Context: an optimization exercise on an open-source flow, tuned for small area and a short achievable clock period. The choices shown serve that exercise and are no tape-out recipe.
RTL that was checked went through simulation tests only; none was proved equivalent to the original.
Power is estimated from default activity; no workload was simulated.

==> job 5060: inputs <==
## alu_top
module alu_top (
    input  logic                      clk,
    input  logic                      reset,
    input  logic                      ce,
    input  logic                      execute,
    input  logic [4:0]                operation,
    input  logic [16-1:0]    ta,
    input  logic [16-1:0]    tb,
    input  logic                      wide,
    input  logic [5:0]                flags_in,
    output logic [32-1:0]    result,
    output logic [5:0]                flags,
    output logic                      done
);
make LEC_CHECK=0 CAP_MARGIN=20 CORE_MARGIN=2 CORE_UTILIZATION=40 GPL_TIMING_DRIVEN=0 SLEW_MARGIN=20 finish   # period 11.0 ns
run.sh (not shown) runs the stock make flow with config.mk's settings and CLKGATE_MAP_FILE= SYNTH_SCRIPT=/design/flow/synth_recipe.tcl, a recipe that flattens the netlist after the stock synthesis.
==> job 5444 (differences from job 5060) <==
Settings changed: GPL_TIMING_DRIVEN 0 to unset.
==> impl_results.md <==
* Outcome: no timing/DRC/antenna violations
* Highest metal used: met4
* Clock group share of total power at 13.5%
* Post-Place Setup Slack at -34.89 ps
* Final Total Pwr at 1.185 mW
* Multi-input gate area at 13330 um2
* Crit path buffers/inverters at 7
* Global-route wire length before repair at 108600 um
* Vias in the first global route at 17470
* CTS resizes at 0
* Crit path time final at 10670 ps
* R2R setup slack at 9690 ps
* Fraction of area in multi-input gates at 71.80%
* Worst slew margin relative to its limit at 29.29%
[end of results for job 5444]
==> impl_results.md <==
* Outcome: no timing/DRC/antenna violations
* CTS resizes at 175
* Vias in the first global route at 17840
* Global-route wire length before repair at 121300 um
* Clock group share of total power at 11.8%
* Final Total Pwr at 1.176 mW
* Multi-input gate area at 14010 um2
* Crit path time final at 10800 ps
[end of results for job 5060]
No run of this note included a check of the RTL's function; only the layout flow was run.

========
==> branch xenon: inputs <==
alu_top, a different RTL version from the one above (not shown whole).
Design alu_top, start of the top module:
module alu_top (
    input  logic                      clk,
    input  logic                      reset,
    input  logic                      ce,
    input  logic                      execute,
    input  logic [4:0]                operation,
    input  logic [16-1:0]    ta,
    input  logic [16-1:0]    tb,
    input  logic                      wide,
    input  logic [5:0]                flags_in,
    output logic [32-1:0]    result,
    output logic [5:0]                flags,
    output logic                      done
);
    localparam int CY = 5, P = 4, AC = 3, Z = 2, S = 1, V = 0;
    logic [4:0] op;
    logic       cy_in;
    assign op    = operation;
    assign cy_in = flags_in[CY];
    logic op_valid, is_arith, is_sub, use_c, incdec, is_inc, is_dec, is_neg;
    logic is_log3, is_test;
    logic is_rol, is_ror, is_rolc, is_rorc, is_rot, is_rotc;
    logic is_shl, is_shr, is_shra, is_shift_any, is_mul, mul_signed, psz_op;
  ...
export LEC_CHECK = 0
export ABC_AREA = 1
export CAP_MARGIN = 10
export CORE_MARGIN = 2
export CORE_UTILIZATION = 55
export PLACE_DENSITY = 0.8
export SLEW_MARGIN = 10
create_clock -name core_clock -period 11.0 [get_ports {clk}]
standard.sh (not shown) runs the stock make flow with config.mk's settings and CLKGATE_MAP_FILE= SYNTH_SCRIPT=/design/flow/synth_recipe.tcl, a recipe that flattens the netlist after the stock synthesis.
==> flow/flow/run.sh <==
#!/bin/bash
# The standard layout (standard.sh) with two changes:
# - synthesis runs Yosys's synth with -noabc (SYNTH_ARGS), so the full adders
#   are extracted from the design's own gates rather than from ABC's first
#   mapping, which leaves them in mixed polarity with inverters in between;
#   the registers, their names and cells are those of the standard synthesis
# - buffer_ports makes the port buffers from buf_2 cells instead of the slow
#   delay-buffer cell it picks by itself
# The make output goes to make_finish.log here; ORFS keeps each step's log
# under orfs/logs/.
set -euo pipefail
bash standard.sh "SYNTH_ARGS=-noabc" \
    "BUFFER_PORTS_ARGS=-buffer_cell sky130_fd_sc_hd__buf_2" finish > make_finish.log 2>&1
==> branch umber (differences from branch xenon) <==
--- a/flow/design.v
+++ b/flow/design.v
@@ -1522,16 +1522,16 @@
             one_m[i] = bx[2 * i] ^ (i == 0 ? 1'b0 : bx[2 * i - 1]);
             two_m[i] = ( bx[2 * i + 1] & ~bx[2 * i] & ~(i == 0 ? 1'b0 : bx[2 * i - 1]))
                      | (~bx[2 * i + 1] &  bx[2 * i] &  (i == 0 ? 1'b0 : bx[2 * i - 1]));
             neg_m[i] = bx[2 * i + 1];
         end
     always_comb
         for (int i = 0; i < 8; i++) begin
-            bone[i] = is_mul ? one_m[i] : oh_sh[2 * i] | (i == 0 && is_arith && !is_neg);
-            btwo[i] = is_mul ? two_m[i] : oh_sh[2 * i + 1];
+            bone[i] = (is_mul & one_m[i]) | oh_sh[2 * i] | (i == 0 && is_arith && !is_neg);
+            btwo[i] = (is_mul & two_m[i]) | oh_sh[2 * i + 1];
             bneg[i] = is_mul & neg_m[i];
         end
     assign bd8 = is_mul & tbx[15] & ~mul_signed;
     always_comb begin
         if (is_neg)
             ay = ~ta;
         else if (is_inc)
Settings changed: CAP_MARGIN 10 to 20, CORE_UTILIZATION 55 to 40, PLACE_DENSITY 0.8 to not set, SETUP_SLACK_MARGIN set to 1.3, SLEW_MARGIN 10 to 20.
==> summary.txt <==
| item | branch xenon | branch umber |
|---|---|---|
| Routed length on met3 | 7280 microns | 5080 microns |
| First-pass GRT wire length | 84200 microns | 89500 microns |
| Clk. pwr | 0.162 mW | 0.142 mW |
| Setup crit start | operation[2] | wide |
| Capture point of the worst reg-to-reg path | flags[5]$_SDFFE_PP0P_ | result[8]$_SDFFE_PP0P_ |
| Arithmetic-cell share of the synthesized area counting full adders, half adders and majority gates | 26.3% | 25.7% |
| Number of library cell types mapped by synthesis | 58 | 64 |
| Max Freq | 95.6 MHz | 107 MHz |
| Post-Synthesis Cells | 1891 | 1922 |
| Outcome | no timing/DRC/antenna violations | no timing/DRC/antenna violations |
| Flip-flop and latch share of the layout cell area | 5.68% | 5.36% |
| Hold Crit Endpoint | result[27]$_SDFFE_PP0P_ | result[25]$_SDFFE_PP0P_ |
| Total of clock buffers placed in the layout | 5 | 6 |
| Cell area after technology mapping | 12700 sq um | 13000 sq um |
| Wire length after detailed routing | 56300 microns | 60200 microns |
| Multi-input gate share of the layout cell area | 78.4% | 77.0% |
No functional check of the RTL was part of branch umber.

afterwards: timing with drivers on the ports:
Ports are ideal in the flow. The routed layouts listed here were re-timed in OpenROAD.
Step 1, drivers: a clkbuf_16 drives clk and a buf_2 each remaining input, both assumed.
Step 2, shift: input delay + t, output delay - t, t = (earliest + latest rising clock arrival at the registers) / 2. This alone moves slack from input paths to output paths.
Three values: no drivers, after step 1, after step 2; two values: the first two.
run | t, ns | setup slack, ns | clock arrival spread, ns | pins driven straight from the clock port
job 5060 | 0.305 | 0.204 / 0.210 / -0.095 | 0.004 / 0.004 | 1
job 5444 | 0.315 | 0.328 / 0.334 / 0.019 | 0.006 / 0.006 | 1
branch xenon | 0.307 | 0.535 / 0.540 / 0.233 | 0.002 / 0.003 | 1
branch umber | 0.314 | 1.635 / 1.635 / 1.321 | 0.004 / 0.003 | 1
With both steps, setup timing fails in job 5060, where it was met with ideal ports. The setup slack of branch umber, which loses most, moves by 0.000 ns with the drivers and by -0.314 ns with both steps.
